This is an optimization exercise on Yosys and OpenROAD, whose aim is small area, a short achievable clock period and few clock cycles per item, not a production implementation. At most, simulation tests tie the RTL to the original design; equivalence was not proved.

Setup of run 2:
// hsl_color_interpolator
module hsl_color_interpolator (
  input  logic        clk,
  input  logic        rst_n,
  input  logic        start,
  output logic        busy,
  input  logic        in_op,
  input  logic [1:0]  in_slot,
  input  logic [11:0] in_start_red,
  input  logic [11:0] in_start_green,
  input  logic [11:0] in_start_blue,
  input  logic [11:0] in_end_red,
  input  logic [11:0] in_end_green,
  input  logic [11:0] in_end_blue,
  input  logic [11:0] in_t_frac,
  output logic        out_valid,
  output logic [1:0]  out_slot,
  output logic [11:0] out_red,
  output logic [11:0] out_green,
  output logic [11:0] out_blue,
  output logic        out_last
);
For scale: about 130 I/O pins, about 83000 µm² of cells after synthesis.
clock: 12.0 ns
lec_check: 0
cap_margin: 20
core_margin: 2
core_utilization: 55
setup_slack_margin: 5
slew_margin: 20
standard.sh (not shown) runs the stock make flow with config.mk's settings and CLKGATE_MAP_FILE= SYNTH_SCRIPT=/design/flow/synth_recipe.tcl, a recipe that flattens the netlist after the stock synthesis.
==> flow/flow/run.sh <==
#!/bin/bash
set -euo pipefail
bash standard.sh SETUP_SLACK_MARGIN=${MARGIN:-7} finish > standard_flow.log 2>&1
Testbench counts of run 2, summed over its fixed seeds: cycles 3,659, items 2,976.
Relative to run 2, the following input files were edited for run 4:
diff --git a/flow/design.v b/flow/design.v
--- a/flow/design.v
+++ b/flow/design.v
@@ -59,25 +59,25 @@
   logic [12:0] q_mem [QD];
   logic [1:0]  q_wr, q_rd;
   logic [1:0]  q_cnt;
   logic        q_push, q_pop;
   logic        h_op;
   logic [11:0] h_t;
   assign h_op = q_mem[q_rd][12];
   assign h_t  = q_mem[q_rd][11:0];
   logic        cu_busy, cu_done;
   logic [2:0]  cu_cnt;
   logic [1:0]  cu_slot;
   logic [11:0] rs [2], qs [2], bs [2];
-  logic [14:0] rh [2], bh [2];
+  logic [13:0] rh [2], bh [2];
   logic [11:0] qh [2];
   logic [11:0] cl [2];
   logic        cg [2], cn [2];
   logic [1:0]  cs [2];
   logic        ev, iss, pend;
   logic [1:0]  nx, isk;
   logic [11:0] et;
   logic        pop_e, pop_l, commit;
   logic [11:0] t_h0 [4], t_h1 [4];
   logic [11:0] t_s0 [4], t_sm [4], t_l0 [4], t_lm [4];
   logic        t_sn [4], t_ln [4];
   logic [3:0]  t_v;
@@ -156,31 +156,32 @@
       nx  <= cand + 2'd1;
       isk <= cand;
     end
   end
   logic [13:0] et3, n_t3, n_t3n;
   always_ff @(posedge clk) begin
     if (pop_e) begin
       et  <= h_t;
       et3 <= n_t3;
     end
   end
   logic [11:0] i_rs [2], i_qs [2], i_bs [2], i_qh [2], i_l [2];
-  logic [14:0] i_rh [2], i_bh [2];
+  logic [13:0] i_rh [2], i_bh [2];
   logic        i_g [2], i_n [2];
   logic [1:0]  i_s [2];
   for (genvar c = 0; c < 2; c++) begin : g_cls
     logic [11:0] r, g, b, mx, mn, d, x, y, am1, na, dm1;
     logic [12:0] sm, smc;
-    logic [14:0] d6;
+    logic [13:0] d3;
+    logic [11:0] lo;
     logic [1:0]  ch;
     logic        rg, gr, rb, br, gb, bg, ze;
     always_comb begin
       r = c_col[3*c];
       g = c_col[3*c+1];
       b = c_col[3*c+2];
       {bg, gb, br, rb, gr, rg} = c_gt[c];
       if (!gr) begin
         if (!br) begin ch = 2'd0; mx = r; mn = bg ? g : b; end
         else     begin ch = 2'd2; mx = b; mn = g; end
       end else begin
         if (bg)  begin ch = 2'd2; mx = b; mn = r; end
@@ -191,59 +192,60 @@
         2'd1:    begin i_n[c] = rb; ze = !rb && !br; end
         default: begin i_n[c] = gr; ze = !rg && !gr; end
       endcase
       unique case (ch)
         2'd0:    begin x = bg ? b : g; y = bg ? g : b; end
         2'd1:    begin x = rb ? r : b; y = rb ? b : r; end
         default: begin x = gr ? g : r; y = gr ? r : g; end
       endcase
       am1 = x + ~y;              
       na  = y + ~x;              
       dm1 = mx + ~mn;            
       d   = mx - mn;
-      d6  = {1'b0, d, 2'b00} + {2'b00, d, 1'b0};
+      d3  = {2'b00, d} + {1'b0, d, 1'b0};
       sm  = {1'b0, mx} + {1'b0, mn};
       smc = 13'd8190 - sm;
       i_l[c] = sm[12:1];
       i_g[c] = (mx == mn);
       i_s[c] = ch;
       i_rs[c] = dm1;
       i_qs[c] = ~dm1;
       i_bs[c] = (sm < 13'd4095) ? sm[11:0] : smc[11:0];
-      i_rh[c] = ze ? 15'd0 : {3'd0, am1};
-      i_qh[c] = i_n[c] ? na : ~am1;
-      i_bh[c] = d6;
+      lo      = i_n[c] ? na : ~am1;
+      i_rh[c] = ze ? 14'd0 : {3'd0, am1[11:1]};
+      i_qh[c] = ze ? 12'd0 : {am1[0], lo[11:1]};
+      i_bh[c] = d3;
     end
   end
   logic [11:0] n_rs [2], n_qs [2], n_qh [2];
-  logic [14:0] n_rh [2];
+  logic [13:0] n_rh [2];
   for (genvar c = 0; c < 2; c++) begin : g_div
     always_comb begin
       logic [12:0] r2s;
-      logic [15:0] r2h;
+      logic [14:0] r2h;
       logic [13:0] dfs;
-      logic [16:0] dfh;
+      logic [15:0] dfh;
       n_rs[c] = rs[c];
       n_qs[c] = qs[c];
       n_rh[c] = rh[c];
       n_qh[c] = qh[c];
       for (int i = 0; i < SPC; i++) begin
         r2s = {n_rs[c], n_qs[c][11]};
         dfs = {1'b0, r2s} - {2'b00, bs[c]};
         n_rs[c] = dfs[13] ? r2s[11:0] : dfs[11:0];
         n_qs[c] = {n_qs[c][10:0], !dfs[13]};
         r2h = {n_rh[c], n_qh[c][11]};
         dfh = {1'b0, r2h} - {2'b00, bh[c]};
-        n_rh[c] = dfh[16] ? r2h[14:0] : dfh[14:0];
-        n_qh[c] = {n_qh[c][10:0], !dfh[16]};
+        n_rh[c] = dfh[15] ? r2h[13:0] : dfh[13:0];
+        n_qh[c] = {n_qh[c][10:0], !dfh[15]};
       end
     end
   end
   always_ff @(posedge clk) begin
     if (!rst_n) begin
       cu_busy <= 1'b0;
       cu_done <= 1'b0;
       cu_cnt  <= '0;
     end else if (mv_l) begin
       cu_busy <= 1'b1;
       cu_done <= 1'b0;
       cu_cnt  <= '0;
Per the final summary, run 2 finished and its layout is clean on timing, DRC and antenna. Run 4 closes out successfully: all stages finished, all timing, DRC and antenna checks passed. Smallest setup slack after layout ended up 0.16 ns higher on run 4 than on run 2. Synthesized cell count, run 4 vs run 2: up by a few percent. On cell count: between run 4 and run 2, it ends up higher for run 4. Route | run 4 vs run 2 | wire longer in run 4. In the metrics for run 4 and run 2, the one carrying the higher adder-cell area share of the yosys netlist is run 2. Number of combinational gates with multiple inputs: run 4 vs run 2 up 235.
Testbench counts of run 4, summed over its fixed seeds: cycles 3,659, items 2,976.


## the reference run
hsl_color_interpolator, a different RTL version from the one above (not shown whole).
For scale: ~8500 cells after synthesis, ~1000 flip-flops, ~130 I/O pins.
Settings: LEC_CHECK=0, CAP_MARGIN=20, CORE_MARGIN=2, CORE_UTILIZATION=40, SETUP_SLACK_MARGIN=5, SLEW_MARGIN=20; clock period 12.0 ns.
run.sh (not shown) runs the stock make flow with config.mk's settings and CLKGATE_MAP_FILE= SYNTH_SCRIPT=/design/flow/synth_recipe.tcl, a recipe that flattens the netlist after the stock synthesis.
Stock flow here: none of the scripts above is used.
For the trial run, these inputs were changed with respect to the reference run:
--- a/flow/design.v
+++ b/flow/design.v
@@ -239,15 +239,15 @@
     for (int c = 0; c < 2; c++) begin
       logic [11:0] bp, bn;
       unique case (cs[c])
         2'd0:    begin bp = 12'd0;    bn = 12'd4094; end
         2'd1:    begin bp = 12'd1365; bn = 12'd1364; end
         default: begin bp = 12'd2730; bn = 12'd2729; end
       endcase
-      f_h[c] = cg[c] ? 12'd0 : (cn[c] ? bn - qh[c] : bp + qh[c]);
+      f_h[c] = cg[c] ? 12'd0 : (cn[c] ? bn : bp) + (qh[c] ^ {12{cn[c]}}) + {11'd0, cn[c]};
       f_s[c] = cg[c] ? 12'd0 : qs[c];
     end
   end
   logic        w_swp, w_wrap, w_sn, w_ln;
   logic [11:0] w_hl, w_hd, w_sm, w_lm;
   logic [10:0] w_m2;
   logic [12:0] w_ds, w_dl, w_hd01, w_hd10;
@@ -310,21 +310,19 @@
   end
   logic [11:0] qh1, qs1, ql1, hue1, s1n, l1n, hm0, hm1;
   logic [12:0] hd1;
   always_comb begin
     qh1 = div_fs({1'b0, ph1});
     qs1 = div_fs(ps1);
     ql1 = div_fs(pl1);
-    hd1 = {1'b0, hl1} - {1'b0, qh1};
+    hd1 = {1'b0, hl1} + {1'b0, qh1 ^ {12{wrap1}}} + {12'd0, wrap1};
     hm1 = hl1 + ~qh1;
-    hm0 = hl1 + qh1;
-    if (wrap1) hue1 = hd1[12] ? hm1 : hd1[11:0];
-    else       hue1 = hm0;
-    s1n = sn1 ? s01 - qs1 : s01 + qs1;
-    l1n = ln1 ? l01 - ql1 : l01 + ql1;
+    hue1 = (wrap1 && !hd1[12]) ? hm1 : hd1[11:0];
+    s1n = s01 + (qs1 ^ {12{sn1}}) + {11'd0, sn1};
+    l1n = l01 + (ql1 ^ {12{ln1}}) + {11'd0, ln1};
   end
   logic        v2, tv2;
   logic [1:0]  k2;
   logic [11:0] h2, s2, l2;
   always_ff @(posedge clk) begin
     if (!rst_n) v2 <= 1'b0;
     else        v2 <= v1;
@@ -332,30 +330,29 @@
   always_ff @(posedge clk) begin
     k2  <= k1;
     tv2 <= tv1;
     h2  <= hue1;
     s2  <= s1n;
     l2  <= l1n;
   end
-  logic [14:0] y2, c2, zp2, zn2;
+  logic [14:0] y2, c2, zp2;
   logic [2:0]  sec2;
   logic [11:0] f2;
   always_comb begin
     y2   = {1'b0, h2, 2'b00} + {2'b00, h2, 1'b0};
     sec2 = 3'(h2 >= 12'd683) + 3'(h2 >= 12'd1365) + 3'(h2 >= 12'd2048)
          + 3'(h2 >= 12'd2730) + 3'(h2 >= 12'd3413);
     unique case (sec2)
       3'd0:         c2 = 15'd0;
       3'd1, 3'd2:   c2 = 15'd8190;
       3'd3, 3'd4:   c2 = 15'd16380;
       default:      c2 = 15'd24570;
     endcase
-    zp2 = y2 - c2;
-    zn2 = c2 - y2;
-    f2  = sec2[0] ? zn2[11:0] : zp2[11:0];
+    zp2 = (sec2[0] ? c2 : y2) + ~(sec2[0] ? y2 : c2) + 15'd1;
+    f2  = zp2[11:0];
   end
   logic        v3, tv3;
   logic [1:0]  k3;
   logic [2:0]  sec3;
   logic [11:0] s3, l3, f3;
   logic [23:0] pp3;
   always_ff @(posedge clk) begin
Final critical path time including I/O delays and setup deteriorates in the trial run relative to the reference run.
Number of signal-net buffers in the layout (the trial run vs. the reference run) decreases by a few percent
Cmp the reference run and the trial run / initial antenna violation count / lower: the reference run
| largest clock skew in the final design | the trial run vs the reference run | 0.015 ns higher |
Diff the reference run -> the trial run | number of distinct library cell variants in the gate-level netlist after synthesis | down by more than 10%
Taking the trial run over the reference run, the area of combinational cells with multiple inputs ratio works out to 0.948.
STATUS final setup slack of the worst path: the trial run loses against the reference run
On core occupancy in the finished layout, the trial run tracks the reference run almost exactly.
The trial run: average cell area after synthesis higher than the reference run
Testbench counts of the trial run, summed over its fixed seeds: cycles 3,782, items 2,976.
Function not checked in the reference run: the RTL went through the layout flow alone.

==> what the ideal ports hide <==
The flow's constraints put no driver on any port. The routed layouts listed below were extracted and timed again, unchanged, in two steps.
Step 1: set_driving_cell puts a clkbuf_16 on clk and a buf_2 on each other input, an assumption about the parent block.
Step 2 adds t to the input delays and takes it off the output delays; t is the mean of the earliest and latest rising clock arrival at the registers after step 1. Input paths then give back, and output paths get back, about the clock's delay inside the block.
a / b / c = no drivers / after step 1 / after step 2; a / b = the first two.
run | shift t [ns] | setup slack, ns | worst setup path at the end | slew at the worst register clock pin (ns) | worst slew at a driven data input, ns
run 2 | 0.837 | 6.843 / 6.843 / 6.843 | register to register | 0.07 / 0.07 | 0.05
run 4 | 0.861 | 7.001 / 7.001 / 6.744 | input to register | 0.07 / 0.07 | 0.06
the reference run | 0.841 | 5.381 / 5.381 / 5.381 | register to register | 0.07 / 0.07 | 0.05
the trial run | 0.806 | 5.235 / 5.235 / 5.235 | register to register | 0.06 / 0.06 | 0.05
After both steps every run listed still meets setup and hold. For run 4, which loses most, drivers alone change the setup slack by 0.000 ns; drivers and shift together by -0.257 ns.
